What follows belongs to an exercise in optimizing a design on an open flow for small area, a short achievable clock period and few clock cycles per item; a production flow would make more cautious choices.
Function not checked in this run: the RTL went through the layout flow alone.
Power figures rest on the tool's default switching activity, not on a simulated workload.

**design.v**
```verilog
`default_nettype none
package timing_pkg;
  localparam int SAMPLE_W  = 16;   
  localparam int SYM_W     = 18;   
  localparam int MU_W      = 8;    
  localparam int MU_GAIN_W = 12;   
  typedef logic signed [SAMPLE_W-1:0] sample_t;
  typedef logic signed [SYM_W-1:0] sym_t;
  typedef logic [MU_W-1:0] mu_t;
  typedef logic [MU_GAIN_W-1:0] mu_gain_t;
endpackage
`default_nettype wire
`timescale 1ns/1ps
`default_nettype none
module symbol_nco (
  input  wire                  clk,
  input  wire                  reset_i,
  input  wire                  accept_i,      
  input  wire           [15:0] step_i,
  input  timing_pkg::mu_gain_t mu_gain_i,
  input  wire                  adv_i,         
  output logic                 s1_valid_o,
  output timing_pkg::mu_t      mu_o           
);
  localparam int MU_W   = timing_pkg::MU_W;
  localparam int PROD_W = timing_pkg::MU_W + timing_pkg::MU_GAIN_W;   
  logic [15:0]          acc_q;
  logic [16:0]          phase_sum;
  logic [MU_W-1:0]      resid_q;
  timing_pkg::mu_gain_t gain_q;
  logic [13:0]          gain3_q;
  logic [11:0]          resid_sel;
  logic [PROD_W-1:0]    mu_prod;
  logic                 mu_sat;
  assign phase_sum = {1'b0, acc_q} + {1'b0, step_i};
  always_ff @(posedge clk) begin
    if (reset_i) begin
      acc_q      <= '0;
      s1_valid_o <= 1'b0;
    end else if (accept_i) begin
      acc_q      <= phase_sum[15:0];
      s1_valid_o <= phase_sum[16];      
    end else if (adv_i) begin
      s1_valid_o <= 1'b0;
    end
  end
  always_ff @(posedge clk) begin
    if (accept_i) begin
      resid_q <= phase_sum[15:8];
      gain_q  <= mu_gain_i;
      gain3_q <= {2'b00, mu_gain_i} + {1'b0, mu_gain_i, 1'b0};
    end
  end
  for (genvar j = 0; j < 4; j++) begin : g_sel
    assign resid_sel[3*j]   = (resid_q[2*j+1:2*j] == 2'd1);
    assign resid_sel[3*j+1] = (resid_q[2*j+1:2*j] == 2'd2);
    assign resid_sel[3*j+2] = (resid_q[2*j+1:2*j] == 2'd3);
  end
  mu_mult i_mu_mult (
    .sel_i (resid_sel),
    .g_i   (gain_q),
    .g3_i  (gain3_q),
    .p_o   (mu_prod)
  );
  assign mu_sat = |mu_prod[PROD_W-1:2*MU_W];
  always_ff @(posedge clk) begin
    if (adv_i) begin
      mu_o <= mu_sat ? '1 : mu_prod[2*MU_W-1:MU_W];
    end
  end
endmodule
`default_nettype wire
`timescale 1ns/1ps
`default_nettype none
module mu_mult (
  input  wire [11:0] sel_i,    
  input  wire [11:0] g_i,
  input  wire [13:0] g3_i,
  output wire [19:0] p_o
);
  wire [13:0] g1 = {2'b00, g_i};
  wire [13:0] g2 = {1'b0, g_i, 1'b0};
  wire [13:0] pp0 = (g1 & {14{sel_i[0]}}) | (g2 & {14{sel_i[1]}}) | (g3_i & {14{sel_i[2]}});
  wire [13:0] pp1 = (g1 & {14{sel_i[3]}}) | (g2 & {14{sel_i[4]}}) | (g3_i & {14{sel_i[5]}});
  wire [13:0] pp2 = (g1 & {14{sel_i[6]}}) | (g2 & {14{sel_i[7]}}) | (g3_i & {14{sel_i[8]}});
  wire [13:0] pp3 = (g1 & {14{sel_i[9]}}) | (g2 & {14{sel_i[10]}}) | (g3_i & {14{sel_i[11]}});
  wire m_s0 = pp0[6] ^ pp1[4];
  wire m_c0 = pp0[6] & pp1[4];
  wire m_s1 = pp0[7] ^ pp1[5] ^ pp2[3];
  wire m_c1 = (pp0[7] & pp1[5]) | (pp2[3] & (pp0[7] ^ pp1[5]));
  wire m_s2 = pp0[8] ^ pp1[6] ^ pp2[4];
  wire m_c2 = (pp0[8] & pp1[6]) | (pp2[4] & (pp0[8] ^ pp1[6]));
  wire m_s3 = pp0[9] ^ pp1[7] ^ pp2[5];
  wire m_c3 = (pp0[9] & pp1[7]) | (pp2[5] & (pp0[9] ^ pp1[7]));
  wire m_s4 = pp0[10] ^ pp1[8] ^ pp2[6];
  wire m_c4 = (pp0[10] & pp1[8]) | (pp2[6] & (pp0[10] ^ pp1[8]));
  wire m_s5 = pp0[11] ^ pp1[9] ^ pp2[7];
  wire m_c5 = (pp0[11] & pp1[9]) | (pp2[7] & (pp0[11] ^ pp1[9]));
  wire m_s6 = pp0[12] ^ pp1[10] ^ pp2[8];
  wire m_c6 = (pp0[12] & pp1[10]) | (pp2[8] & (pp0[12] ^ pp1[10]));
  wire m_s7 = pp0[13] ^ pp1[11] ^ pp2[9];
  wire m_c7 = (pp0[13] & pp1[11]) | (pp2[9] & (pp0[13] ^ pp1[11]));
  wire m_s8 = pp1[12] ^ pp2[10];
  wire m_c8 = pp1[12] & pp2[10];
  wire m_s9 = pp1[13] ^ pp2[11];
  wire m_c9 = pp1[13] & pp2[11];
  wire m_s10 = pp0[4] ^ pp1[2];
  wire m_c10 = pp0[4] & pp1[2];
  wire m_s11 = pp0[5] ^ pp1[3] ^ pp2[1];
  wire m_c11 = (pp0[5] & pp1[3]) | (pp2[1] & (pp0[5] ^ pp1[3]));
  wire m_s12 = pp2[2] ^ pp3[0] ^ m_s0;
  wire m_c12 = (pp2[2] & pp3[0]) | (m_s0 & (pp2[2] ^ pp3[0]));
  wire m_s13 = pp3[1] ^ m_s1 ^ m_c0;
  wire m_c13 = (pp3[1] & m_s1) | (m_c0 & (pp3[1] ^ m_s1));
  wire m_s14 = pp3[2] ^ m_s2 ^ m_c1;
  wire m_c14 = (pp3[2] & m_s2) | (m_c1 & (pp3[2] ^ m_s2));
  wire m_s15 = pp3[3] ^ m_s3 ^ m_c2;
  wire m_c15 = (pp3[3] & m_s3) | (m_c2 & (pp3[3] ^ m_s3));
  wire m_s16 = pp3[4] ^ m_s4 ^ m_c3;
  wire m_c16 = (pp3[4] & m_s4) | (m_c3 & (pp3[4] ^ m_s4));
  wire m_s17 = pp3[5] ^ m_s5 ^ m_c4;
  wire m_c17 = (pp3[5] & m_s5) | (m_c4 & (pp3[5] ^ m_s5));
  wire m_s18 = pp3[6] ^ m_s6 ^ m_c5;
  wire m_c18 = (pp3[6] & m_s6) | (m_c5 & (pp3[6] ^ m_s6));
  wire m_s19 = pp3[7] ^ m_s7 ^ m_c6;
  wire m_c19 = (pp3[7] & m_s7) | (m_c6 & (pp3[7] ^ m_s7));
  wire m_s20 = pp3[8] ^ m_s8 ^ m_c7;
  wire m_c20 = (pp3[8] & m_s8) | (m_c7 & (pp3[8] ^ m_s8));
  wire m_s21 = pp3[9] ^ m_s9 ^ m_c8;
  wire m_c21 = (pp3[9] & m_s9) | (m_c8 & (pp3[9] ^ m_s9));
  wire m_s22 = pp2[12] ^ pp3[10] ^ m_c9;
  wire m_c22 = (pp2[12] & pp3[10]) | (m_c9 & (pp2[12] ^ pp3[10]));
  wire m_s23 = pp2[13] ^ pp3[11];
  wire m_c23 = pp2[13] & pp3[11];
  wire [19:0] row_a = {pp3[13], pp3[12], m_s23, m_s22, m_s21, m_s20, m_s19, m_s18, m_s17, m_s16, m_s15, m_s14, m_s13, m_s12, m_s11, pp2[0], pp0[3], pp0[2], pp0[1], pp0[0]};
  wire [19:0] row_b = {1'b0, m_c23, m_c22, m_c21, m_c20, m_c19, m_c18, m_c17, m_c16, m_c15, m_c14, m_c13, m_c12, m_c11, m_c10, m_s10, pp1[1], pp1[0], 1'b0, 1'b0};
  assign p_o = row_a + row_b;
endmodule
`default_nettype wire
`timescale 1ns/1ps
`default_nettype none
module rail_interp (
  input  wire                 clk,
  input  wire                 reset_i,
  input  wire                 accept_i,   
  input  timing_pkg::sample_t smp_i,
  input  wire                 adv_i,      
  input  timing_pkg::mu_t     mu_i,       
  output timing_pkg::sym_t    rail_o      
);
  timing_pkg::sample_t cur_q;     
  timing_pkg::sample_t prev_q;    
  logic [15:0]         xc_q;      
  logic [16:0]         d_q;       
  logic [23:0]         y;
  always_ff @(posedge clk) begin
    if (reset_i) begin
      cur_q <= '0;
    end else if (accept_i) begin
      cur_q <= smp_i;
    end
  end
  always_ff @(posedge clk) begin
    if (accept_i) prev_q <= cur_q;
  end
  always_ff @(posedge clk) begin
    if (adv_i) begin
      xc_q <= cur_q + 16'd256;
      d_q  <= 17'(prev_q) - 17'(cur_q);
    end
  end
  interp_tree i_interp_tree (
    .d_i  (d_q),
    .mu_i (mu_i),
    .xc_i (xc_q),
    .y_o  (y)
  );
  assign rail_o = y[23:6];
endmodule
`default_nettype wire
`timescale 1ns/1ps
`default_nettype none
module interp_tree (
  input  wire [16:0] d_i,
  input  wire [7:0]  mu_i,
  input  wire [15:0] xc_i,
  output wire [23:0] y_o
);
  wire [16:0] pp0 = {~(d_i[16] & mu_i[0]), d_i[15:0] & {16{mu_i[0]}}};
  wire [16:0] pp1 = {~(d_i[16] & mu_i[1]), d_i[15:0] & {16{mu_i[1]}}};
  wire [16:0] pp2 = {~(d_i[16] & mu_i[2]), d_i[15:0] & {16{mu_i[2]}}};
  wire [16:0] pp3 = {~(d_i[16] & mu_i[3]), d_i[15:0] & {16{mu_i[3]}}};
  wire [16:0] pp4 = {~(d_i[16] & mu_i[4]), d_i[15:0] & {16{mu_i[4]}}};
  wire [16:0] pp5 = {~(d_i[16] & mu_i[5]), d_i[15:0] & {16{mu_i[5]}}};
  wire [16:0] pp6 = {~(d_i[16] & mu_i[6]), d_i[15:0] & {16{mu_i[6]}}};
  wire [16:0] pp7 = {~(d_i[16] & mu_i[7]), d_i[15:0] & {16{mu_i[7]}}};
  wire t_s0 = pp0[6] ^ pp1[5];
  wire t_c0 = pp0[6] & pp1[5];
  wire t_s1 = pp0[7] ^ pp1[6] ^ pp2[5];
  wire t_c1 = (pp0[7] & pp1[6]) | (pp2[5] & (pp0[7] ^ pp1[6]));
  wire t_s2 = pp3[4] ^ pp4[3];
  wire t_c2 = pp3[4] & pp4[3];
  wire t_s3 = pp0[8] ^ pp1[7] ^ pp2[6];
  wire t_c3 = (pp0[8] & pp1[7]) | (pp2[6] & (pp0[8] ^ pp1[7]));
  wire t_s4 = pp3[5] ^ pp4[4] ^ pp5[3];
  wire t_c4 = (pp3[5] & pp4[4]) | (pp5[3] & (pp3[5] ^ pp4[4]));
  wire t_s5 = pp6[2] ^ pp7[1];
  wire t_c5 = pp6[2] & pp7[1];
  wire t_s6 = pp0[9] ^ pp1[8] ^ pp2[7];
  wire t_c6 = (pp0[9] & pp1[8]) | (pp2[7] & (pp0[9] ^ pp1[8]));
  wire t_s7 = pp3[6] ^ pp4[5] ^ pp5[4];
  wire t_c7 = (pp3[6] & pp4[5]) | (pp5[4] & (pp3[6] ^ pp4[5]));
  wire t_s8 = pp6[3] ^ pp7[2] ^ xc_i[1];
  wire t_c8 = (pp6[3] & pp7[2]) | (xc_i[1] & (pp6[3] ^ pp7[2]));
  wire t_s9 = pp0[10] ^ pp1[9] ^ pp2[8];
  wire t_c9 = (pp0[10] & pp1[9]) | (pp2[8] & (pp0[10] ^ pp1[9]));
  wire t_s10 = pp3[7] ^ pp4[6] ^ pp5[5];
  wire t_c10 = (pp3[7] & pp4[6]) | (pp5[5] & (pp3[7] ^ pp4[6]));
  wire t_s11 = pp6[4] ^ pp7[3] ^ xc_i[2];
  wire t_c11 = (pp6[4] & pp7[3]) | (xc_i[2] & (pp6[4] ^ pp7[3]));
  wire t_s12 = pp0[11] ^ pp1[10] ^ pp2[9];
  wire t_c12 = (pp0[11] & pp1[10]) | (pp2[9] & (pp0[11] ^ pp1[10]));
  wire t_s13 = pp3[8] ^ pp4[7] ^ pp5[6];
  wire t_c13 = (pp3[8] & pp4[7]) | (pp5[6] & (pp3[8] ^ pp4[7]));
  wire t_s14 = pp6[5] ^ pp7[4] ^ xc_i[3];
  wire t_c14 = (pp6[5] & pp7[4]) | (xc_i[3] & (pp6[5] ^ pp7[4]));
  wire t_s15 = pp0[12] ^ pp1[11] ^ pp2[10];
  wire t_c15 = (pp0[12] & pp1[11]) | (pp2[10] & (pp0[12] ^ pp1[11]));
  wire t_s16 = pp3[9] ^ pp4[8] ^ pp5[7];
  wire t_c16 = (pp3[9] & pp4[8]) | (pp5[7] & (pp3[9] ^ pp4[8]));
  wire t_s17 = pp6[6] ^ pp7[5] ^ xc_i[4];
  wire t_c17 = (pp6[6] & pp7[5]) | (xc_i[4] & (pp6[6] ^ pp7[5]));
  wire t_s18 = pp0[13] ^ pp1[12] ^ pp2[11];
  wire t_c18 = (pp0[13] & pp1[12]) | (pp2[11] & (pp0[13] ^ pp1[12]));
  wire t_s19 = pp3[10] ^ pp4[9] ^ pp5[8];
  wire t_c19 = (pp3[10] & pp4[9]) | (pp5[8] & (pp3[10] ^ pp4[9]));
  wire t_s20 = pp6[7] ^ pp7[6] ^ xc_i[5];
  wire t_c20 = (pp6[7] & pp7[6]) | (xc_i[5] & (pp6[7] ^ pp7[6]));
  wire t_s21 = pp0[14] ^ pp1[13] ^ pp2[12];
  wire t_c21 = (pp0[14] & pp1[13]) | (pp2[12] & (pp0[14] ^ pp1[13]));
  wire t_s22 = pp3[11] ^ pp4[10] ^ pp5[9];
  wire t_c22 = (pp3[11] & pp4[10]) | (pp5[9] & (pp3[11] ^ pp4[10]));
  wire t_s23 = pp6[8] ^ pp7[7] ^ xc_i[6];
  wire t_c23 = (pp6[8] & pp7[7]) | (xc_i[6] & (pp6[8] ^ pp7[7]));
  wire t_s24 = pp0[15] ^ pp1[14] ^ pp2[13];
  wire t_c24 = (pp0[15] & pp1[14]) | (pp2[13] & (pp0[15] ^ pp1[14]));
  wire t_s25 = pp3[12] ^ pp4[11] ^ pp5[10];
  wire t_c25 = (pp3[12] & pp4[11]) | (pp5[10] & (pp3[12] ^ pp4[11]));
  wire t_s26 = pp6[9] ^ pp7[8] ^ xc_i[7];
  wire t_c26 = (pp6[9] & pp7[8]) | (xc_i[7] & (pp6[9] ^ pp7[8]));
  wire t_s27 = pp0[16] ^ pp1[15] ^ pp2[14];
  wire t_c27 = (pp0[16] & pp1[15]) | (pp2[14] & (pp0[16] ^ pp1[15]));
  wire t_s28 = pp3[13] ^ pp4[12] ^ pp5[11];
  wire t_c28 = (pp3[13] & pp4[12]) | (pp5[11] & (pp3[13] ^ pp4[12]));
  wire t_s29 = pp6[10] ^ pp7[9] ^ xc_i[8];
  wire t_c29 = (pp6[10] & pp7[9]) | (xc_i[8] & (pp6[10] ^ pp7[9]));
  wire t_s30 = pp1[16] ^ pp2[15] ^ pp3[14];
  wire t_c30 = (pp1[16] & pp2[15]) | (pp3[14] & (pp1[16] ^ pp2[15]));
  wire t_s31 = pp4[13] ^ pp5[12] ^ pp6[11];
  wire t_c31 = (pp4[13] & pp5[12]) | (pp6[11] & (pp4[13] ^ pp5[12]));
  wire t_s32 = pp7[10] ^ xc_i[9];
  wire t_c32 = pp7[10] & xc_i[9];
  wire t_s33 = pp2[16] ^ pp3[15] ^ pp4[14];
  wire t_c33 = (pp2[16] & pp3[15]) | (pp4[14] & (pp2[16] ^ pp3[15]));
  wire t_s34 = pp5[13] ^ pp6[12] ^ pp7[11];
  wire t_c34 = (pp5[13] & pp6[12]) | (pp7[11] & (pp5[13] ^ pp6[12]));
  wire t_s35 = pp3[16] ^ pp4[15] ^ pp5[14];
  wire t_c35 = (pp3[16] & pp4[15]) | (pp5[14] & (pp3[16] ^ pp4[15]));
  wire t_s36 = pp0[4] ^ pp1[3];
  wire t_c36 = pp0[4] & pp1[3];
  wire t_s37 = pp0[5] ^ pp1[4] ^ pp2[3];
  wire t_c37 = (pp0[5] & pp1[4]) | (pp2[3] & (pp0[5] ^ pp1[4]));
  wire t_s38 = pp3[2] ^ pp4[1];
  wire t_c38 = pp3[2] & pp4[1];
  wire t_s39 = pp2[4] ^ pp3[3] ^ pp4[2];
  wire t_c39 = (pp2[4] & pp3[3]) | (pp4[2] & (pp2[4] ^ pp3[3]));
  wire t_s40 = pp5[1] ^ pp6[0] ^ t_s0;
  wire t_c40 = (pp5[1] & pp6[0]) | (t_s0 & (pp5[1] ^ pp6[0]));
  wire t_s41 = pp5[2] ^ pp6[1] ^ pp7[0];
  wire t_c41 = (pp5[2] & pp6[1]) | (pp7[0] & (pp5[2] ^ pp6[1]));
  wire t_s42 = t_s1 ^ t_s2 ^ t_c0;
  wire t_c42 = (t_s1 & t_s2) | (t_c0 & (t_s1 ^ t_s2));
  wire t_s43 = xc_i[0] ^ t_s3 ^ t_s4;
  wire t_c43 = (xc_i[0] & t_s3) | (t_s4 & (xc_i[0] ^ t_s3));
  wire t_s44 = t_s5 ^ t_c1 ^ t_c2;
  wire t_c44 = (t_s5 & t_c1) | (t_c2 & (t_s5 ^ t_c1));
  wire t_s45 = t_s6 ^ t_s7 ^ t_s8;
  wire t_c45 = (t_s6 & t_s7) | (t_s8 & (t_s6 ^ t_s7));
  wire t_s46 = t_c3 ^ t_c4 ^ t_c5;
  wire t_c46 = (t_c3 & t_c4) | (t_c5 & (t_c3 ^ t_c4));
  wire t_s47 = t_s9 ^ t_s10 ^ t_s11;
  wire t_c47 = (t_s9 & t_s10) | (t_s11 & (t_s9 ^ t_s10));
  wire t_s48 = t_c6 ^ t_c7 ^ t_c8;
  wire t_c48 = (t_c6 & t_c7) | (t_c8 & (t_c6 ^ t_c7));
  wire t_s49 = t_s12 ^ t_s13 ^ t_s14;
  wire t_c49 = (t_s12 & t_s13) | (t_s14 & (t_s12 ^ t_s13));
  wire t_s50 = t_c9 ^ t_c10 ^ t_c11;
  wire t_c50 = (t_c9 & t_c10) | (t_c11 & (t_c9 ^ t_c10));
  wire t_s51 = t_s15 ^ t_s16 ^ t_s17;
  wire t_c51 = (t_s15 & t_s16) | (t_s17 & (t_s15 ^ t_s16));
  wire t_s52 = t_c12 ^ t_c13 ^ t_c14;
  wire t_c52 = (t_c12 & t_c13) | (t_c14 & (t_c12 ^ t_c13));
  wire t_s53 = t_s18 ^ t_s19 ^ t_s20;
  wire t_c53 = (t_s18 & t_s19) | (t_s20 & (t_s18 ^ t_s19));
  wire t_s54 = t_c15 ^ t_c16 ^ t_c17;
  wire t_c54 = (t_c15 & t_c16) | (t_c17 & (t_c15 ^ t_c16));
  wire t_s55 = t_s21 ^ t_s22 ^ t_s23;
  wire t_c55 = (t_s21 & t_s22) | (t_s23 & (t_s21 ^ t_s22));
  wire t_s56 = t_c18 ^ t_c19 ^ t_c20;
  wire t_c56 = (t_c18 & t_c19) | (t_c20 & (t_c18 ^ t_c19));
  wire t_s57 = t_s24 ^ t_s25 ^ t_s26;
  wire t_c57 = (t_s24 & t_s25) | (t_s26 & (t_s24 ^ t_s25));
  wire t_s58 = t_c21 ^ t_c22 ^ t_c23;
  wire t_c58 = (t_c21 & t_c22) | (t_c23 & (t_c21 ^ t_c22));
  wire t_s59 = t_s27 ^ t_s28 ^ t_s29;
  wire t_c59 = (t_s27 & t_s28) | (t_s29 & (t_s27 ^ t_s28));
  wire t_s60 = t_c24 ^ t_c25 ^ t_c26;
  wire t_c60 = (t_c24 & t_c25) | (t_c26 & (t_c24 ^ t_c25));
  wire t_s61 = t_s30 ^ t_s31 ^ t_s32;
  wire t_c61 = (t_s30 & t_s31) | (t_s32 & (t_s30 ^ t_s31));
  wire t_s62 = t_c27 ^ t_c28 ^ t_c29;
  wire t_c62 = (t_c27 & t_c28) | (t_c29 & (t_c27 ^ t_c28));
  wire t_s63 = xc_i[10] ^ t_s33 ^ t_s34;
  wire t_c63 = (xc_i[10] & t_s33) | (t_s34 & (xc_i[10] ^ t_s33));
  wire t_s64 = t_c30 ^ t_c31 ^ t_c32;
  wire t_c64 = (t_c30 & t_c31) | (t_c32 & (t_c30 ^ t_c31));
  wire t_s65 = pp6[13] ^ pp7[12] ^ xc_i[11];
  wire t_c65 = (pp6[13] & pp7[12]) | (xc_i[11] & (pp6[13] ^ pp7[12]));
  wire t_s66 = t_s35 ^ t_c33 ^ t_c34;
  wire t_c66 = (t_s35 & t_c33) | (t_c34 & (t_s35 ^ t_c33));
  wire t_s67 = pp4[16] ^ pp5[15] ^ pp6[14];
  wire t_c67 = (pp4[16] & pp5[15]) | (pp6[14] & (pp4[16] ^ pp5[15]));
  wire t_s68 = pp7[13] ^ xc_i[12] ^ t_c35;
  wire t_c68 = (pp7[13] & xc_i[12]) | (t_c35 & (pp7[13] ^ xc_i[12]));
  wire t_s69 = pp5[16] ^ pp6[15] ^ pp7[14];
  wire t_c69 = (pp5[16] & pp6[15]) | (pp7[14] & (pp5[16] ^ pp6[15]));
  wire t_s70 = pp0[3] ^ pp1[2];
  wire t_c70 = pp0[3] & pp1[2];
  wire t_s71 = pp2[2] ^ pp3[1] ^ pp4[0];
  wire t_c71 = (pp2[2] & pp3[1]) | (pp4[0] & (pp2[2] ^ pp3[1]));
  wire t_s72 = pp5[0] ^ t_s37 ^ t_s38;
  wire t_c72 = (pp5[0] & t_s37) | (t_s38 & (pp5[0] ^ t_s37));
  wire t_s73 = t_s39 ^ t_s40 ^ t_c37;
  wire t_c73 = (t_s39 & t_s40) | (t_c37 & (t_s39 ^ t_s40));
  wire t_s74 = t_s41 ^ t_s42 ^ t_c39;
  wire t_c74 = (t_s41 & t_s42) | (t_c39 & (t_s41 ^ t_s42));
  wire t_s75 = t_s43 ^ t_s44 ^ t_c41;
  wire t_c75 = (t_s43 & t_s44) | (t_c41 & (t_s43 ^ t_s44));
  wire t_s76 = t_s45 ^ t_s46 ^ t_c43;
  wire t_c76 = (t_s45 & t_s46) | (t_c43 & (t_s45 ^ t_s46));
  wire t_s77 = t_s47 ^ t_s48 ^ t_c45;
  wire t_c77 = (t_s47 & t_s48) | (t_c45 & (t_s47 ^ t_s48));
  wire t_s78 = t_s49 ^ t_s50 ^ t_c47;
  wire t_c78 = (t_s49 & t_s50) | (t_c47 & (t_s49 ^ t_s50));
  wire t_s79 = t_s51 ^ t_s52 ^ t_c49;
  wire t_c79 = (t_s51 & t_s52) | (t_c49 & (t_s51 ^ t_s52));
  wire t_s80 = t_s53 ^ t_s54 ^ t_c51;
  wire t_c80 = (t_s53 & t_s54) | (t_c51 & (t_s53 ^ t_s54));
  wire t_s81 = t_s55 ^ t_s56 ^ t_c53;
  wire t_c81 = (t_s55 & t_s56) | (t_c53 & (t_s55 ^ t_s56));
  wire t_s82 = t_s57 ^ t_s58 ^ t_c55;
  wire t_c82 = (t_s57 & t_s58) | (t_c55 & (t_s57 ^ t_s58));
  wire t_s83 = t_s59 ^ t_s60 ^ t_c57;
  wire t_c83 = (t_s59 & t_s60) | (t_c57 & (t_s59 ^ t_s60));
  wire t_s84 = t_s61 ^ t_s62 ^ t_c59;
  wire t_c84 = (t_s61 & t_s62) | (t_c59 & (t_s61 ^ t_s62));
  wire t_s85 = t_s63 ^ t_s64 ^ t_c61;
  wire t_c85 = (t_s63 & t_s64) | (t_c61 & (t_s63 ^ t_s64));
  wire t_s86 = t_s65 ^ t_s66 ^ t_c63;
  wire t_c86 = (t_s65 & t_s66) | (t_c63 & (t_s65 ^ t_s66));
  wire t_s87 = t_s67 ^ t_s68 ^ t_c65;
  wire t_c87 = (t_s67 & t_s68) | (t_c65 & (t_s67 ^ t_s68));
  wire t_s88 = xc_i[13] ^ t_s69 ^ t_c67;
  wire t_c88 = (xc_i[13] & t_s69) | (t_c67 & (xc_i[13] ^ t_s69));
  wire t_s89 = pp6[16] ^ pp7[15] ^ xc_i[14];
  wire t_c89 = (pp6[16] & pp7[15]) | (xc_i[14] & (pp6[16] ^ pp7[15]));
  wire t_s90 = pp0[2] ^ pp1[1];
  wire t_c90 = pp0[2] & pp1[1];
  wire t_s91 = pp2[1] ^ pp3[0] ^ t_s70;
  wire t_c91 = (pp2[1] & pp3[0]) | (t_s70 & (pp2[1] ^ pp3[0]));
  wire t_s92 = t_s36 ^ t_s71 ^ t_c70;
  wire t_c92 = (t_s36 & t_s71) | (t_c70 & (t_s36 ^ t_s71));
  wire t_s93 = t_c36 ^ t_s72 ^ t_c71;
  wire t_c93 = (t_c36 & t_s72) | (t_c71 & (t_c36 ^ t_s72));
  wire t_s94 = t_c38 ^ t_s73 ^ t_c72;
  wire t_c94 = (t_c38 & t_s73) | (t_c72 & (t_c38 ^ t_s73));
  wire t_s95 = t_c40 ^ t_s74 ^ t_c73;
  wire t_c95 = (t_c40 & t_s74) | (t_c73 & (t_c40 ^ t_s74));
  wire t_s96 = t_c42 ^ t_s75 ^ t_c74;
  wire t_c96 = (t_c42 & t_s75) | (t_c74 & (t_c42 ^ t_s75));
  wire t_s97 = t_c44 ^ t_s76 ^ t_c75;
  wire t_c97 = (t_c44 & t_s76) | (t_c75 & (t_c44 ^ t_s76));
  wire t_s98 = t_c46 ^ t_s77 ^ t_c76;
  wire t_c98 = (t_c46 & t_s77) | (t_c76 & (t_c46 ^ t_s77));
  wire t_s99 = t_c48 ^ t_s78 ^ t_c77;
  wire t_c99 = (t_c48 & t_s78) | (t_c77 & (t_c48 ^ t_s78));
  wire t_s100 = t_c50 ^ t_s79 ^ t_c78;
  wire t_c100 = (t_c50 & t_s79) | (t_c78 & (t_c50 ^ t_s79));
  wire t_s101 = t_c52 ^ t_s80 ^ t_c79;
  wire t_c101 = (t_c52 & t_s80) | (t_c79 & (t_c52 ^ t_s80));
  wire t_s102 = t_c54 ^ t_s81 ^ t_c80;
  wire t_c102 = (t_c54 & t_s81) | (t_c80 & (t_c54 ^ t_s81));
  wire t_s103 = t_c56 ^ t_s82 ^ t_c81;
  wire t_c103 = (t_c56 & t_s82) | (t_c81 & (t_c56 ^ t_s82));
  wire t_s104 = t_c58 ^ t_s83 ^ t_c82;
  wire t_c104 = (t_c58 & t_s83) | (t_c82 & (t_c58 ^ t_s83));
  wire t_s105 = t_c60 ^ t_s84 ^ t_c83;
  wire t_c105 = (t_c60 & t_s84) | (t_c83 & (t_c60 ^ t_s84));
  wire t_s106 = t_c62 ^ t_s85 ^ t_c84;
  wire t_c106 = (t_c62 & t_s85) | (t_c84 & (t_c62 ^ t_s85));
  wire t_s107 = t_c64 ^ t_s86 ^ t_c85;
  wire t_c107 = (t_c64 & t_s86) | (t_c85 & (t_c64 ^ t_s86));
  wire t_s108 = t_c66 ^ t_s87 ^ t_c86;
  wire t_c108 = (t_c66 & t_s87) | (t_c86 & (t_c66 ^ t_s87));
  wire t_s109 = t_c68 ^ t_s88 ^ t_c87;
  wire t_c109 = (t_c68 & t_s88) | (t_c87 & (t_c68 ^ t_s88));
  wire t_s110 = t_c69 ^ t_s89 ^ t_c88;
  wire t_c110 = (t_c69 & t_s89) | (t_c88 & (t_c69 ^ t_s89));
  wire t_s111 = pp7[16] ^ xc_i[15] ^ t_c89;
  wire t_c111 = (pp7[16] & xc_i[15]) | (t_c89 & (pp7[16] ^ xc_i[15]));
  wire [23:0] row_a = {t_s111, t_s110, t_s109, t_s108, t_s107, t_s106, t_s105, t_s104, t_s103, t_s102, t_s101, t_s100, t_s99, t_s98, t_s97, t_s96, t_s95, t_s94, t_s93, t_s92, t_s91, pp2[0], pp0[1], pp0[0]};
  wire [23:0] row_b = {t_c110, t_c109, t_c108, t_c107, t_c106, t_c105, t_c104, t_c103, t_c102, t_c101, t_c100, t_c99, t_c98, t_c97, t_c96, t_c95, t_c94, t_c93, t_c92, t_c91, t_c90, t_s90, pp1[0], 1'b0};
  assign y_o = row_a + row_b;
endmodule
`default_nettype wire
`timescale 1ns/1ps
`default_nettype none
module symbol_joiner (
  input  wire              clk,
  input  wire              reset_i,
  input  wire              push_i,
  input  timing_pkg::sym_t i_sym_i,
  input  timing_pkg::sym_t q_sym_i,
  input  wire              sym_ready_i,
  output logic             free_o,        
  output logic             sym_valid_o,
  output timing_pkg::sym_t sym_i_o,
  output timing_pkg::sym_t sym_q_o
);
  assign free_o = !sym_valid_o | sym_ready_i;
  always_ff @(posedge clk) begin
    if (reset_i) begin
      sym_valid_o <= 1'b0;
    end else if (free_o) begin
      sym_valid_o <= push_i;
    end
  end
  always_ff @(posedge clk) begin
    if (push_i) begin
      sym_i_o <= i_sym_i;
      sym_q_o <= q_sym_i;
    end
  end
endmodule
`default_nettype wire
`timescale 1ns/1ps
`default_nettype none
module timing_recovery_top (
  input  wire                  clk,
  input  wire                  reset_i,
  input  wire                  raw_valid_i,
  input  timing_pkg::sample_t  raw_i_i,
  input  timing_pkg::sample_t  raw_q_i,
  input  wire           [15:0] step_i,
  input  timing_pkg::mu_gain_t mu_gain_i,
  input  wire                  sym_ready_i,
  output logic                 raw_ready_o,
  output logic                 sym_valid_o,
  output timing_pkg::sym_t     sym_i_o,
  output timing_pkg::sym_t     sym_q_o
);
  logic             accept;
  logic             s1_valid;
  logic             s2_valid;
  logic             out_free;   
  logic             en2;        
  logic             adv;        
  logic             push;       
  timing_pkg::mu_t  mu;
  timing_pkg::sym_t rail_i;
  timing_pkg::sym_t rail_q;
  assign push        = s2_valid & out_free;
  assign en2         = !s2_valid | out_free;
  assign adv         = s1_valid & en2;
  assign raw_ready_o = !s1_valid | en2;
  assign accept      = raw_valid_i & raw_ready_o;
  symbol_nco i_symbol_nco (
    .clk        (clk),
    .reset_i    (reset_i),
    .accept_i   (accept),
    .step_i     (step_i),
    .mu_gain_i  (mu_gain_i),
    .adv_i      (adv),
    .s1_valid_o (s1_valid),
    .mu_o       (mu)
  );
  rail_interp i_rail_i (
    .clk      (clk),
    .reset_i  (reset_i),
    .accept_i (accept),
    .smp_i    (raw_i_i),
    .adv_i    (adv),
    .mu_i     (mu),
    .rail_o   (rail_i)
  );
  rail_interp i_rail_q (
    .clk      (clk),
    .reset_i  (reset_i),
    .accept_i (accept),
    .smp_i    (raw_q_i),
    .adv_i    (adv),
    .mu_i     (mu),
    .rail_o   (rail_q)
  );
  symbol_joiner i_symbol_joiner (
    .clk         (clk),
    .reset_i     (reset_i),
    .push_i      (push),
    .i_sym_i     (rail_i),
    .q_sym_i     (rail_q),
    .sym_ready_i (sym_ready_i),
    .free_o      (out_free),
    .sym_valid_o (sym_valid_o),
    .sym_i_o     (sym_i_o),
    .sym_q_o     (sym_q_o)
  );
  always_ff @(posedge clk) begin
    if (reset_i) begin
      s2_valid <= 1'b0;
    end else if (en2) begin
      s2_valid <= adv;
    end
  end
endmodule
`default_nettype wire
```
**flow/run.sh**
```bash
#!/bin/bash
# Standard layout with two changes:
#  - plain buffers on the ports instead of the delay buffers buffer_ports picks
#  - after synthesis, inv_opt.tcl pushes inverters through the full adders
#    (a full adder is self-dual), removing inverter pairs between adder cells
set -euo pipefail
export BUFFER_PORTS_ARGS="-buffer_cell sky130_fd_sc_hd__buf_2"
export POST_SYNTH_TCL="$PWD/flow/inv_opt.tcl"
bash standard.sh > standard_flow.log 2>&1
```
**flow/inv_opt.tcl**
```tcl
# Push inverters through full adders (sky130 fa is self-dual:
# FA(~a,~b,~c) = (~sum, ~cout)) wherever that removes inverters.
# Runs on the synthesized netlist loaded in OpenROAD (POST_SYNTH_TCL hook).

namespace eval invopt {
  variable block
  variable inv_master
  variable uid 0

  proc is_inv {inst} {
    set n [[$inst getMaster] getName]
    return [string match "sky130_fd_sc_hd__inv_*" $n]
  }
  proc is_fa {inst} {
    return [string match "sky130_fd_sc_hd__fa_*" [[$inst getMaster] getName]]
  }
  proc driver {net} {
    foreach it [$net getITerms] {
      if {[$it isOutputSignal]} { return $it }
    }
    return ""
  }
  proc loads {net} {
    set l {}
    foreach it [$net getITerms] {
      if {[$it isInputSignal]} { lappend l $it }
    }
    return $l
  }
  proc has_bterm {net} {
    return [expr {[llength [$net getBTerms]] > 0}]
  }
  # inverter driven by net, if any: returns its output net or ""
  proc inv_of {net} {
    foreach it [loads $net] {
      set inst [$it getInst]
      if {[is_inv $inst]} { return [[$inst findITerm Y] getNet] }
    }
    return ""
  }
  proc new_net {} {
    variable block
    variable uid
    incr uid
    return [odb::dbNet_create $block "invopt_n$uid"]
  }
  proc new_inv {a y} {
    variable block
    variable inv_master
    variable uid
    incr uid
    set inst [odb::dbInst_create $block $inv_master "invopt_i$uid"]
    [$inst findITerm A] connect $a
    [$inst findITerm Y] connect $y
    return $inst
  }

  proc gain {f} {
    set g 0
    set seen {}
    foreach p {A B CIN} {
      set x [[$f findITerm $p] getNet]
      if {$x eq "NULL" || $x eq ""} { return -99 }
      if {[lsearch $seen $x] >= 0} { return -99 }
      lappend seen $x
      set d [driver $x]
      if {$d ne "" && [is_inv [$d getInst]]} {
        if {[llength [loads $x]] == 1 && ![has_bterm $x]} { incr g }
      } elseif {[inv_of $x] eq ""} {
        incr g -1
      }
    }
    foreach p {SUM COUT} {
      set s [[$f findITerm $p] getNet]
      if {$s eq "NULL" || $s eq ""} { return -99 }
      set other [has_bterm $s]
      foreach it [loads $s] {
        set inst [$it getInst]
        if {[is_inv $inst] && ![has_bterm [[$inst findITerm Y] getNet]]} {
          incr g
        } else {
          set other 1
        }
      }
      if {$other} { incr g -1 }
    }
    return $g
  }

  proc flip {f} {
    foreach p {A B CIN} {
      set it [$f findITerm $p]
      set x [$it getNet]
      set d [driver $x]
      if {$d ne "" && [is_inv [$d getInst]]} {
        set dinst [$d getInst]
        set y [[$dinst findITerm A] getNet]
        $it disconnect
        $it connect $y
        if {[llength [loads $x]] == 0 && ![has_bterm $x]} {
          odb::dbInst_destroy $dinst
          odb::dbNet_destroy $x
        }
      } else {
        set z [inv_of $x]
        if {$z eq ""} {
          set z [new_net]
          new_inv $x $z
        }
        $it disconnect
        $it connect $z
      }
    }
    foreach p {SUM COUT} {
      set it [$f findITerm $p]
      set s [$it getNet]
      set s2 [new_net]
      $it disconnect
      $it connect $s2
      set other [has_bterm $s]
      foreach l [loads $s] {
        set inst [$l getInst]
        if {[is_inv $inst] && ![has_bterm [[$inst findITerm Y] getNet]]} {
          set t [[$inst findITerm Y] getNet]
          foreach tl [loads $t] {
            $tl disconnect
            $tl connect $s2
          }
          odb::dbInst_destroy $inst
          odb::dbNet_destroy $t
        } else {
          set other 1
        }
      }
      if {$other} {
        new_inv $s2 $s
      } else {
        odb::dbNet_destroy $s
      }
    }
  }

  proc count_inv {} {
    variable block
    set n 0
    foreach i [$block getInsts] { if {[is_inv $i]} { incr n } }
    return $n
  }

  proc run {} {
    variable block
    variable inv_master
    set block [ord::get_db_block]
    set inv_master [[ord::get_db] findMaster sky130_fd_sc_hd__inv_1]
    set before [count_inv]
    for {set pass 0} {$pass < 20} {incr pass} {
      set changed 0
      foreach f [$block getInsts] {
        if {![is_fa $f]} { continue }
        if {[gain $f] > 0} {
          flip $f
          incr changed
        }
      }
      if {$changed == 0} { break }
    }
    puts "invopt: inverters $before -> [count_inv] after $pass passes"
  }
}
invopt::run
```
**standard.sh**
```bash
#!/bin/bash
# synth_recipe.tcl (not shown) runs the flow's synth.tcl, then flattens the netlist and writes it again
# the make line also repeats each setting of config.mk as NAME=value (left out here)
make -C /OpenROAD-flow-scripts/flow DESIGN_CONFIG=/design/flow/config.mk WORK_HOME=/design/flow/orfs CLKGATE_MAP_FILE= SYNTH_SCRIPT=/design/flow/synth_recipe.tcl "${@:-finish}"
```
**config.mk**
```make
export PLATFORM = sky130hd
export DESIGN_NAME = timing_recovery_top
export DESIGN_NICKNAME = timing_recovery_top
export VERILOG_FILES = /design/flow/design.v
export SDC_FILE = /design/flow/constraint.sdc
export NUM_CORES = 4
export LEC_CHECK = 0
export CAP_MARGIN = 20
export CORE_MARGIN = 2
export CORE_UTILIZATION = 55
export CTS_BUF_LIST = sky130_fd_sc_hd__clkbuf_4 sky130_fd_sc_hd__clkbuf_8
export SETUP_SLACK_MARGIN = 4.0
export SLEW_MARGIN = 20
```
**constraint.sdc**
```tcl
create_clock -name core_clock -period 9.0 [get_ports {clk}]
set_input_delay 1.8000 -clock core_clock [delete_from_list [all_inputs] [get_ports {clk}]]
set_output_delay 1.8000 -clock core_clock [all_outputs]
set_load 0.01 [all_outputs]
```
==> notes.md <==
## area by class of cell
class,instances,area [sq um],share of cell area
Clock buffer,58,736,0.0337
Antenna cell,2,5.00,0.000229
Tap cell,461,577,0.0264
Multi-Input combinational cell,1410,12800,0.586
Inverter,152,573,0.0262
Timing Repair Buffer,127,795,0.0363
Sequential cell,226,6280,0.287
Clock inverter,16,95.1,0.00435
## layer usage
layer	share of wire	GRT usage	wire length (microns)	vias to the layer above
li1	-	-	-	6536
met1	0.47	0.319	19700	6674
met2	0.47	0.381	19800	239
met3	0.045	0.0439	1920	64
met4	0.021	0.0656	873	2
met5	0.00038	0	16	-
## repair_timing
item                                    4_1_cts  5_1_grt
gates cloned                                  0        1
pin swaps                                     0        5
buffers inserted                             10        4
resized for setup                             8       32
endpoints found under the setup margin       32       23
## how the worst min path moves through the flow
stage / from / endpoint / slack (ns) / depth (start not counted)
2_1_floorplan: i_symbol_nco.acc_q[4] / i_symbol_nco.acc_q[4] / 0.44 / 2
3_3_place_gp: i_symbol_nco.acc_q[4] / i_symbol_nco.acc_q[4] / 0.44 / 2
3_5_place_dp: i_symbol_nco.acc_q[7] / i_symbol_nco.acc_q[7] / 0.45 / 2
4_1_cts: i_symbol_nco.acc_q[13] / i_symbol_nco.acc_q[13] / 0.46 / 2
5_1_grt: i_symbol_nco.acc_q[12] / i_symbol_nco.acc_q[12] / 0.49 / 2
6_report: i_symbol_nco.acc_q[4] / i_symbol_nco.acc_q[4] / 0.46 / 2
## where the power goes
group	internal, mW	leakage (nW)	total, mW	switching (mW)
combinational	1.68	6.87	3.60	1.92
sequential	1.39	2.06	1.48	0.0899
clock	0.533	0.446	0.987	0.455
## flip-flops by register name, summed over array words and instances, names as in the netlist
signal / cells
i_symbol_joiner.sym_valid_o: 1
i_rail_i.d_q: 17
i_rail_q.prev_q: 16
i_rail_i.cur_q: 16
i_symbol_joiner.sym_i_o: 18
i_rail_i.prev_q: 16
i_symbol_nco.s1_valid_o: 1
i_rail_q.cur_q: 16
i_symbol_nco.acc_q: 16
i_symbol_nco.gain_q: 11
i_rail_q.xc_q: 16
i_symbol_nco.gain3_q: 14
i_rail_q.d_q: 17
s2_valid: 1
i_symbol_nco.mu_o: 8
i_symbol_nco.resid_q: 8
i_symbol_joiner.sym_q_o: 18
i_rail_i.xc_q: 16
## per-stage QoR
stage               utilization  power [mW]  cell area [sq um]  std cells  hold WS [ns]
floorplan                     -        4.25              19700       1841         0.436
detailed placement        0.584        4.97              20700       2361         0.453
CTS                       0.610        6.02              21700       2445         0.462
global route              0.616        6.67              21900       2450         0.486
finish                    0.616        6.07              21900       2452         0.462
global placement          0.584        4.90              20700       2361         0.443
## critical path, cell delays in order (launching register included)
cell	delay, ns
edfxtp_1	0.41
buf_12	0.19
and2_1	0.18
fa_1	0.56
fa_1	0.45
fa_1	0.58
fa_1	0.43
ha_1	0.34
inv_1	0.09
o21bai_1	0.09
a211oi_2	0.22
o21bai_1	0.12
a31oi_2	0.30
buf_4	0.17
o211ai_1	0.11
a21oi_1	0.20
xnor2_1	0.08
==> results.yml <==
sta:
  worst_pin_slew_ns: 1.03
  rsz0062_at_grt: "false"
  setup_violations: 0
  period_minus_slack_ns: 4.81
  hold_viol: 0
  timing.slew.headroom: 0.316
  setup_slack_ns: 4.19
  max_freq_ghz: 0.208
  fin_skew_ns: 0.0376
  period_share: 0.534
  finalSetupTns_ns: 0
  final_max_slew_viol_count: 0
global_routing:
  grtUsageTotal: 0.233
  antenna_found_initial: 3
  grt_pass1_vias: 14000
  overflow: 0
  grt_pass1_wl_microns: 70800
  grt_start_max_net_pins: 77
yosys:
  syn_nets: 2276
  yosysWarningCount: 4
  syn_area_per_cell_sq_um: 10.7
  synthCells: 1841
  syn-cell-area_sq_um: 19700
clocking:
  cts_root_buf: "clkbuf_8"
  clk_pin_slew_ns: 0.06
  cts_buffers: 40
  htreeDepth: 2
  hold_buffers: 0
  cts_tree: "yes"
  clk-insertion-delay-late_ns: 0.61
  clkSinkCount: 226
  clk_path_buf_depth: 3
place:
  hpwl_microns: 30800
  post-place-ws_ns: 3.40
  gp_congestion: 0.837
  io_buffers: 101
layout:
  fin_nets: 2392
  final_cell_mix: "fa_1 (229), nand2_1 (211), and2_1 (178), edfxtp_1 (175), inv_1 (151)"
  final_common_cell: "fa_1"
  fill_cells: 2948
  post_route_cells_drive_above_1_share: 0.139
  syn_to_final_growth_pct: 10.8
worst_setup_path:
  cp-end-kind: "flip-flop"
  cp-startpoint: "i_symbol_nco.mu_o[6]"
  r2r-end: "i_symbol_joiner.sym_i_o[14]"
  reg2reg_slack_ns: 4.19
  worst_ep_required_time_ns: 9.33
  r2r_cells: 16
  reg2reg_from: "i_symbol_nco.mu_o[6]"
  cp-endpoint: "i_symbol_joiner.sym_i_o[14]"
  arrival_ns: 5.14
  cp_max_fo: 34
  crit_type: "reg2reg"
  cp-start-kind: "flip-flop"
power:
  p_per_area_nw_per_um2: 278
  ir_drop_mv: 0.261
  cellLeakagePower_nw: 9.38
die:
  io_pins: 102
  start_util: 0.556
  die-width_microns: 193
  coreArea_sq_um: 35500
  rows: 69
  die_area_sq_um: 37400
  die_y_microns: 193
route:
  dr.pass1.iters: 5
  vias: 13500
  drtAntennaViolNets: 0
  drc: 0
  drt_iter0_markers: 624
  vias_per_cell: 5.51
  wl_per_cell_microns: 17.3
  detail_route.wirelength_microns: 42300
hold_path:
  hp-class: "reg2reg"
run_status:
  outcome: "finished clean"
flow_run:
  drv_cap: 0

-- what the ideal ports hide --
The results above use ideal ports. As a check the final layout listed here was re-extracted and re-timed, cells and wires unchanged. Step 1: set_driving_cell puts a clkbuf_16 on clk and a buf_2 on each other input, an assumption about the parent block. Step 2 adds t to the input delays and takes it off the output delays; t is the mean of the earliest and latest rising clock arrival at the registers after step 1. Input paths then give back, and output paths get back, about the clock's delay inside the block. Three values: ideal ports, drivers, drivers and shift; two values: the first two.
t (ns): 0.644
setup WS [ns]: 4.190 / 4.190 / 4.190
hold slack, ns: 0.462 / 0.462 / 0.462
After both steps setup and hold are still met in this run. The setup slack of this run moves by 0.000 ns with the drivers and by 0.000 ns with both steps.
